What follows belongs to an exercise in optimizing a design on an open flow for small area, a short achievable clock period and few clock cycles per item; a production flow would make more cautious choices.
In this exercise RTL edits were held to simulation tests only and were not proved equivalent to the original.
No activity file was given, so power comes from the tool's default toggle rates.

// vec_unit
module vec_unit (
  input  logic                   clk_i,
  input  logic                   rst_n_i,
  input  logic [63:0]            acc_req_i,
  input  logic                   acc_req_valid_i,
  output logic                   acc_req_ready_o,
  output logic [33:0]            acc_resp_o,
  output logic                   acc_resp_valid_o,
  input  logic                   acc_resp_ready_i
);
export LEC_CHECK = 0
export CAP_MARGIN = 20
export CORE_MARGIN = 2
export CORE_UTILIZATION = 40
export CTS_CLUSTER_DIAMETER = 120
export CTS_CLUSTER_SIZE = 24
export SLEW_MARGIN = 20
create_clock -name core_clock -period 11.0 [get_ports {clk_i}]
standard.sh (not shown) runs the stock make flow with config.mk's settings and CLKGATE_MAP_FILE= SYNTH_SCRIPT=/design/flow/synth_recipe.tcl, a recipe that flattens the netlist after the stock synthesis.
==> flow/flow/run.sh <==
#!/bin/bash
# Standard layout with a larger setup-repair margin, so that timing repair
# works toward a shorter period than the 11 ns constraint asks for.
bash standard.sh SETUP_SLACK_MARGIN=7.3 finish > standard.log 2>&1
Testbench counts at the start, summed over its fixed seeds: cycles 3,232, insns 3,200.
Next try:
--- a/flow/design.v
+++ b/flow/design.v
@@ -69,33 +69,31 @@
     insn_kind_e         kind;
     logic [31:0]        data;
   } acc_resp_t;
 endpackage
 module vec_alu (
   input  logic                 sub_i,
   input  logic                 sum_i,
   input  logic                 p_i,
   input  logic                 g_i,
   input  vec_cfg_pkg::elem_t   a_i,
-  input  vec_cfg_pkg::elem_t   b_i,
+  input  vec_cfg_pkg::elem_t   b_x_i,
   output vec_cfg_pkg::elem_t   res_o
 );
-  vec_cfg_pkg::elem_t       b_x;
   vec_cfg_pkg::elem_t       p0;
   vec_cfg_pkg::elem_t [5:0] gg;
   vec_cfg_pkg::elem_t [5:0] pp;
   vec_cfg_pkg::elem_t       cin;
   vec_cfg_pkg::elem_t       sum;
-  assign b_x = b_i ^ {32{sub_i}};
-  assign p0  = a_i ^ b_x;
+  assign p0  = a_i ^ b_x_i;
   always_comb begin
-    gg[0]    = a_i & b_x;
+    gg[0]    = a_i & b_x_i;
     gg[0][0] = gg[0][0] | (p0[0] & sub_i);
     pp[0]    = p0;
     for (int k = 1; k < 6; k++) begin
       for (int i = 0; i < 32; i++) begin
         if (i >= (1 << (k - 1))) begin
           gg[k][i] = gg[k-1][i] | (pp[k-1][i] & gg[k-1][i - (1 << (k - 1))]);
           pp[k][i] = pp[k-1][i] & pp[k-1][i - (1 << (k - 1))];
         end else begin
           gg[k][i] = gg[k-1][i];
           pp[k][i] = pp[k-1][i];
@@ -282,34 +280,36 @@
     for (int r = 0; r < NR; r++) begin
       for (int e = 0; e < NE; e++) begin
         x_we[r][e] = x_wsel[r] && (x_mask[e] || !rf_vld_q[r]);
       end
     end
   end
   always_ff @(posedge clk_i) begin
     x_kind <= r_kind;
     x_mask <= r_mask;
     x_a    <= rd2;
-    x_b    <= rd1;
+    for (int e = 0; e < NE; e++) begin
+      x_b[e] <= rd1[e] ^ {32{r_sub[e]}};
+    end
     x_sub  <= r_sub;
     x_sum  <= r_sum;
     x_p    <= r_p;
     x_g    <= r_g;
   end
   for (genvar e = 0; e < NE; e++) begin : gen_lane
     vec_alu i_alu (
       .sub_i (x_sub[e]),
       .sum_i (x_sum[e]),
       .p_i   (x_p[e]),
       .g_i   (x_g[e]),
       .a_i   (x_a[e]),
-      .b_i   (x_b[e]),
+      .b_x_i (x_b[e]),
       .res_o (res[e])
     );
   end
   always_ff @(posedge clk_i or negedge rst_n_i) begin
     if (!rst_n_i) begin
       rf_vld_q <= '0;
     end else begin
       for (int r = 0; r < NR; r++) begin
         if (x_wsel[r]) begin
           rf_vld_q[r] <= 1'b1;
Clock-buffer cell count goes up by 4; fmax climbs by 3.0%; hold slack loses 10 ps; final area shrinks by about 3.5%; core utilization shrinks by 1.5 points; clock skew came out lower by 5.3 ps; power falls by 1.3%; first-iteration DRC count stays flat; wire length decreases by about 1.8%; sequential share of layout area went up by 1.9 points.
Testbench counts after the change, summed over its fixed seeds: cycles 3,232, insns 3,200.

--- another note on this design; it stands on its own ---

Setup of branch quartz:
==> flow/design.v (excerpt) <==
module vec_unit (
  input  logic                   clk_i,
  input  logic                   rst_n_i,
  input  logic [63:0]            acc_req_i,
  input  logic                   acc_req_valid_i,
  output logic                   acc_req_ready_o,
  output logic [33:0]            acc_resp_o,
  output logic                   acc_resp_valid_o,
  input  logic                   acc_resp_ready_i
);
Size in the first run: ~11000 cells after synthesis, about 3000 flip-flops, about 100 I/O pins, roughly 0.14 mm2 of cells after synthesis.
Settings: LEC_CHECK=0, CAP_MARGIN=20, CORE_MARGIN=2, CORE_UTILIZATION=40, CTS_CLUSTER_DIAMETER=100, CTS_CLUSTER_SIZE=20, SLEW_MARGIN=20; clock period 11.0 ns.
standard.sh (not shown) runs the stock make flow with config.mk's settings and CLKGATE_MAP_FILE= SYNTH_SCRIPT=/design/flow/synth_recipe.tcl, a recipe that flattens the netlist after the stock synthesis.
==> flow/flow/run.sh <==
#!/bin/bash
# Standard layout with a larger setup-repair margin, so that timing repair
# works toward a shorter period than the 11 ns constraint asks for.
bash standard.sh SETUP_SLACK_MARGIN=7.6 finish > standard.log 2>&1
Testbench counts of branch quartz, summed over its fixed seeds: cycles 3,232, insns 3,200.
> inputs changed (branch quartz -> branch violet)
Settings: SYNTH_HIERARCHICAL now 1, previously not set.
==> flow/flow/run.sh <==
#!/bin/bash
# Standard layout with a larger setup-repair margin, so that timing repair
# works toward a shorter period than the 11 ns constraint asks for.
bash standard.sh SETUP_SLACK_MARGIN=7.3 finish > standard.log 2>&1
==> run notes <==
Min simple-gate share of the synthesized area across branch quartz and branch violet: branch quartz
Sort branch quartz and branch violet by first-iteration DRC count, descending, and branch violet comes first.
In the route summary, branch violet ends up with a via count exceeding that of branch quartz.
Category of the most critical setup path: reg2out -> branch quartz, in2reg -> branch violet

port drivers added, routing unchanged:
In the flow no input, the clock included, has a driving cell. The finished layouts below were timed again as built, in two steps. Step 1 (the two cells are an assumption about what drives the block):
set clk [get_ports {clk_i}]
set_driving_cell -lib_cell sky130_fd_sc_hd__clkbuf_16 $clk
set_driving_cell -lib_cell sky130_fd_sc_hd__buf_2 [delete_from_list [all_inputs] $clk]
Step 2 times the ports against the registers' clock, not the clock port: input delays grow and output delays shrink by t, the midpoint of the rising clock arrivals with the driver on. Slacks: ideal / step 1 / step 2; pairs: ideal / step 1.
run | shift t [ns] | setup WS [ns] | slew at the worst register clock pin (ns) | cell pins on the clock port's net
the first run of note 1 | 0.992 | 7.078 / 7.023 / 6.387 | 0.12 / 0.12 | 1
the second run of note 1 | 1.016 | 7.191 / 7.122 / 6.472 | 0.11 / 0.11 | 1
branch quartz | 1.016 | 7.289 / 7.191 / 6.601 | 0.10 / 0.10 | 1
branch violet | 1.015 | 7.278 / 7.189 / 6.352 | 0.10 / 0.10 | 1
After both steps setup and hold are still met in every run listed. For branch violet, which loses most, drivers alone change the setup slack by -0.089 ns; drivers and shift together by -0.926 ns.
